Context: an optimization exercise on an open-source flow, tuned for a short achievable clock period and few clock cycles per item. The choices shown serve that exercise and are no tape-out recipe. At most, simulation tests tie the RTL to the original design; equivalence was not proved.

## iir_df1_biquad_axis
module iir_df1_biquad_axis
#(
    parameter int unsigned coeff_width  = 16,
    parameter int unsigned inout_width  = 16,
    parameter int unsigned scale_factor = 14,
    parameter int          a1_int_coeff = -31880,
    parameter int          a2_int_coeff = 15531,
    parameter int          bo_int_coeff = 167,
    parameter int          b1_int_coeff = -302,
    parameter int          b2_int_coeff = 167
) (
    input  logic                          clk,
    input  logic                          rst,
    input  logic                          s_axis_tvalid,
    input  logic signed [inout_width-1:0] s_axis_tdata,
    output logic                          m_axis_tready,
    output logic signed [inout_width-1:0] m_axis_tdata,
    output logic                          m_axis_tvalid
);
==> module iir_df1_biquad_axis, before the edit <==
module iir_df1_biquad_axis
#(
    parameter int unsigned coeff_width  = 16,
    parameter int unsigned inout_width  = 16,
    parameter int unsigned scale_factor = 14,
    parameter int          a1_int_coeff = -31880,
    parameter int          a2_int_coeff = 15531,
    parameter int          bo_int_coeff = 167,
    parameter int          b1_int_coeff = -302,
    parameter int          b2_int_coeff = 167
) (
    input  logic                          clk,
    input  logic                          rst,
    input  logic                          s_axis_tvalid,
    input  logic signed [inout_width-1:0] s_axis_tdata,
    output logic                          m_axis_tready,
    output logic signed [inout_width-1:0] m_axis_tdata,
    output logic                          m_axis_tvalid
);
    localparam int unsigned aw = 32;
    localparam logic [aw-1:0] k_loop = aw'(0) - (aw'(32'hffff) << 10) - (aw'(31880) << 15);
    localparam logic [aw-1:0] k_a2   = (aw'(15531) << 15) - (aw'(32'hffff) << 14)
                                     - (aw'(32'hffff) << 8);
    localparam logic [aw-1:0] k_g    = k_loop + k_a2 - (aw'(1) << 25);
    localparam logic [aw-1:0] k_pos  = (aw'(16'hffff) << 15) + (aw'(16'hffff) << 7)
                                     + (aw'(16'hffff) << 3);
    localparam logic [aw-1:0] k_neg  = aw'(16'hffff) << 10;
    logic ready_q;
    logic rst_q;     
    logic                          vin;
    logic signed [inout_width-1:0] xin;
    logic signed [inout_width-1:0] xh1, xh2;
    logic                          v1, v2, v3, v4, v5;
    logic signed [16:0]            a1;    
    logic signed [15:0]            b1;    
    logic signed [25:0]            p167, p302;
    logic signed [25:0]            f3;    
    logic [aw-1:0]                 gs, gc;
    logic [15:0]                   y1l;
    logic                          y1p, y1n;
    logic [15:0]                   y1b, y2b;
    logic signed [inout_width-1:0] yo;
    logic                          vo;
    assign y1b = (y1l | {16{y1p}}) & ~{16{y1n}};
    logic [15:0]                   ysb;
    logic [aw-1:0]                 fb;
    logic [aw-1:0]                 g_op [9];
    logic [aw-1:0]                 g_s1, g_c1, g_s2, g_c2, g_s3, g_c3;
    logic [aw-1:0]                 g_s4, g_c4, g_s5, g_c5, g_s6, g_c6, g_s7, g_c7;
    always_comb begin
        ysb     = v4 ? y1b : y2b;
        fb      = aw'({~f3[25], f3[24:0]});
        g_op[0] = aw'({16'b0, ~ysb}) << 14;
        g_op[1] = aw'(ysb) << 10;
        g_op[2] = aw'({16'b0, ~ysb}) << 8;
        g_op[3] = aw'(ysb) << 6;
        g_op[4] = aw'(ysb) << 4;
        g_op[5] = aw'(ysb) << 2;
        g_op[6] = aw'(ysb);
        g_op[7] = fb;
        g_op[8] = k_g;
    end
    iir_biquad_csa #(.w(aw)) u_g1 (.a(g_op[0]), .b(g_op[1]), .c(g_op[2]), .s(g_s1), .co(g_c1));
    iir_biquad_csa #(.w(aw)) u_g2 (.a(g_op[3]), .b(g_op[4]), .c(g_op[5]), .s(g_s2), .co(g_c2));
    iir_biquad_csa #(.w(aw)) u_g3 (.a(g_op[6]), .b(g_op[7]), .c(g_op[8]), .s(g_s3), .co(g_c3));
    iir_biquad_csa #(.w(aw)) u_g4 (.a(g_s1), .b(g_c1), .c(g_s2), .s(g_s4), .co(g_c4));
    iir_biquad_csa #(.w(aw)) u_g5 (.a(g_c2), .b(g_s3), .c(g_c3), .s(g_s5), .co(g_c5));
    iir_biquad_csa #(.w(aw)) u_g6 (.a(g_s4), .b(g_c4), .c(g_s5), .s(g_s6), .co(g_c6));
    iir_biquad_csa #(.w(aw)) u_g7 (.a(g_s6), .b(g_c6), .c(g_c5), .s(g_s7), .co(g_c7));
    logic [aw-1:0]                 l_op [4];
    logic [aw-1:0]                 l_s1, l_c1, l_s2, l_c2, l_s3, l_c3, l_s4, l_c4;
    logic [aw-1:0]                 k_sat, sat_s, sat_c, alt_s, alt_c, t_s, t_c;
    logic                          use_tree;
    logic [aw-1:0]                 acc;
    always_comb begin
        l_op[0] = aw'(y1l) << 15;
        l_op[1] = aw'({16'b0, ~y1l}) << 10;
        l_op[2] = aw'(y1l) << 7;
        l_op[3] = aw'(y1l) << 3;
    end
    iir_biquad_csa #(.w(aw)) u_l1 (.a(l_op[0]), .b(l_op[1]), .c(l_op[2]), .s(l_s1), .co(l_c1));
    iir_biquad_csa #(.w(aw)) u_l2 (.a(l_op[3]), .b(gs), .c(gc), .s(l_s2), .co(l_c2));
    iir_biquad_csa #(.w(aw)) u_l3 (.a(l_s1), .b(l_c1), .c(l_s2), .s(l_s3), .co(l_c3));
    iir_biquad_csa #(.w(aw)) u_l4 (.a(l_s3), .b(l_c3), .c(l_c2), .s(l_s4), .co(l_c4));
    assign k_sat = y1p ? k_pos : k_neg;
    iir_biquad_csa #(.w(aw)) u_k (.a(gs), .b(gc), .c(k_sat), .s(sat_s), .co(sat_c));
    always_comb begin
        use_tree = v4 & ~(y1p | y1n);
        if (v4) begin
            alt_s = sat_s;
            alt_c = sat_c;
        end else begin
            alt_s = rst_q ? '0 : {{2{~y1b[15]}}, ~y1b[15], y1b[14:0], 14'b0};
            alt_c = '0;
        end
        t_s = use_tree ? l_s4 : alt_s;
        t_c = use_tree ? l_c4 : alt_c;
    end
    assign acc = t_s + t_c;
    always_ff @(posedge clk) begin
        ready_q <= ready_q | rst;
        rst_q   <= rst;
        vin <= s_axis_tvalid & ready_q & ~rst;
        xin <= s_axis_tdata;
        a1   <= 17'(xin) + 17'(xh2);
        b1   <= xh1;
        p167 <= 26'(a1) * 26'sd167;
        p302 <= 26'(b1) * 26'sd302;
        f3   <= p167 - p302;
        gs   <= g_s7;
        gc   <= g_c7;
        yo   <= {~y1b[15], y1b[14:0]};
        y1l <= {~acc[29], acc[28:14]};
        y1p <= ~acc[31] & (acc[30] | acc[29]);
        y1n <= acc[31] & ~(acc[30] & acc[29]);
        if (rst_q) begin
            xh1 <= '0;
            xh2 <= '0;
            y2b <= 16'h8000;
        end else begin
            if (vin) begin
                xh1 <= xin;
                xh2 <= xh1;
            end
            if (v4) begin
                y2b <= y1b;
            end
        end
        if (rst) begin
            v1 <= 1'b0;
            v2 <= 1'b0;
            v3 <= 1'b0;
            v4 <= 1'b0;
            v5 <= 1'b0;
            vo <= 1'b0;
        end else begin
            v1 <= vin;
            v2 <= v1;
            v3 <= v2;
            v4 <= v3;
            v5 <= v4;
            vo <= v5;
        end
    end
    assign m_axis_tready = ready_q;
    assign m_axis_tdata  = yo;
    assign m_axis_tvalid = vo;
endmodule
export LEC_CHECK = 0
export ABC_CLOCK_PERIOD_IN_PS = 2500
export CAP_MARGIN = 20
export CORE_MARGIN = 2
export CORE_UTILIZATION = 40
export SETUP_SLACK_MARGIN = 4.5
export SLEW_MARGIN = 20
create_clock -name core_clock -period 7.0 [get_ports {clk}]
run.sh (not shown) runs the stock make flow with config.mk's settings and CLKGATE_MAP_FILE= SYNTH_SCRIPT=/design/flow/synth_recipe.tcl, a recipe that flattens the netlist after the stock synthesis.
The baseline completed without violations.
Edit:
--- a/flow/design.v
+++ b/flow/design.v
@@ -77,19 +77,43 @@
     logic signed [inout_width-1:0] xin;
     logic signed [inout_width-1:0] xh1, xh2;
     logic                          v1, v2, v3, v4, v5;
     logic signed [16:0]            a1;    
     logic signed [15:0]            b1;    
-    logic signed [25:0]            p167, p302;
+    logic [25:0]                   fs, fc;    
     logic signed [25:0]            f3;    
     logic [aw-1:0]                 gs, gc;
     logic [15:0]                   y1l;
     logic                          y1p, y1n;
     logic [15:0]                   y1b, y2b;
     logic signed [inout_width-1:0] yo;
     logic                          vo;
     assign y1b = (y1l | {16{y1p}}) & ~{16{y1n}};
+    logic [25:0] f_op [9];
+    logic [25:0] f_s1, f_c1, f_s2, f_c2, f_s3, f_c3, f_s4, f_c4, f_s5, f_c5;
+    logic [25:0] f_s6, f_c6, f_s7, f_c7;
+    logic [25:0] ax, bx;
+    always_comb begin
+        ax      = 26'(a1);
+        bx      = 26'(b1);
+        f_op[0] = ax << 7;
+        f_op[1] = ax << 5;
+        f_op[2] = ax << 3;
+        f_op[3] = ~ax;
+        f_op[4] = ~(bx << 8);
+        f_op[5] = ~(bx << 6);
+        f_op[6] = bx << 4;
+        f_op[7] = bx << 1;
+        f_op[8] = 26'd3;
+    end
+    iir_biquad_csa #(.w(26)) u_f1 (.a(f_op[0]), .b(f_op[1]), .c(f_op[2]), .s(f_s1), .co(f_c1));
+    iir_biquad_csa #(.w(26)) u_f2 (.a(f_op[3]), .b(f_op[4]), .c(f_op[5]), .s(f_s2), .co(f_c2));
+    iir_biquad_csa #(.w(26)) u_f3 (.a(f_op[6]), .b(f_op[7]), .c(f_op[8]), .s(f_s3), .co(f_c3));
+    iir_biquad_csa #(.w(26)) u_f4 (.a(f_s1), .b(f_c1), .c(f_s2), .s(f_s4), .co(f_c4));
+    iir_biquad_csa #(.w(26)) u_f5 (.a(f_c2), .b(f_s3), .c(f_c3), .s(f_s5), .co(f_c5));
+    iir_biquad_csa #(.w(26)) u_f6 (.a(f_s4), .b(f_c4), .c(f_s5), .s(f_s6), .co(f_c6));
+    iir_biquad_csa #(.w(26)) u_f7 (.a(f_s6), .b(f_c6), .c(f_c5), .s(f_s7), .co(f_c7));
     logic [15:0]                   ysb;
     logic [aw-1:0]                 fb;
     logic [aw-1:0]                 g_op [9];
     logic [aw-1:0]                 g_s1, g_c1, g_s2, g_c2, g_s3, g_c3;
     logic [aw-1:0]                 g_s4, g_c4, g_s5, g_c5, g_s6, g_c6, g_s7, g_c7;
@@ -148,13 +172,13 @@
         rst_q   <= rst;
         vin <= s_axis_tvalid & ready_q & ~rst;
         xin <= s_axis_tdata;
         a1   <= 17'(xin) + 17'(xh2);
         b1   <= xh1;
-        p167 <= 26'(a1) * 26'sd167;
-        p302 <= 26'(b1) * 26'sd302;
-        f3   <= p167 - p302;
+        fs   <= f_s7;
+        fc   <= f_c7;
+        f3   <= fs + fc;
         gs   <= g_s7;
         gc   <= g_c7;
         yo   <= {~y1b[15], y1b[14:0]};
         y1l <= {~acc[29], acc[28:14]};
         y1p <= ~acc[31] & (acc[30] | acc[29]);
Wire length falls by 15%. Clock skew rises by 0.0075 ns. Via count falls by 18%. Count of clock-buffer cells in the layout does not change. Maximum frequency rises by 8.1%.
Testbench counts after the change, summed over its fixed seeds: cycles 24,056, items 24,000.
Function not checked in the first run of this note: the RTL went through the layout flow alone.

==> afterwards: timing with drivers on the ports <==
How much do the figures lean on ideal ports? The routed layouts below were timed once more, with nothing changed but the port constraints.
Step 1 (the two cells are an assumption about what drives the block):
set clk [get_ports {clk}]
set_driving_cell -lib_cell sky130_fd_sc_hd__clkbuf_16 $clk
set_driving_cell -lib_cell sky130_fd_sc_hd__buf_2 [delete_from_list [all_inputs] $clk]
Step 2 moves the port delays by t, midway between the first and last clock arrival at a register: inputs arrive t later, outputs are due t later. That takes back most of the time a late clock gives input paths.
a / b / c = ideal ports / drivers / drivers and shift; a / b = the first two.
run	shift t [ns]	slack for setup (ns)	latest minus earliest clock arrival (ns)
the first run	0.621	2.696 / 2.696 / 2.696	0.011 / 0.011
the second run	0.627	3.019 / 3.019 / 3.019	0.020 / 0.019
After both steps setup and hold are still met in every run listed.
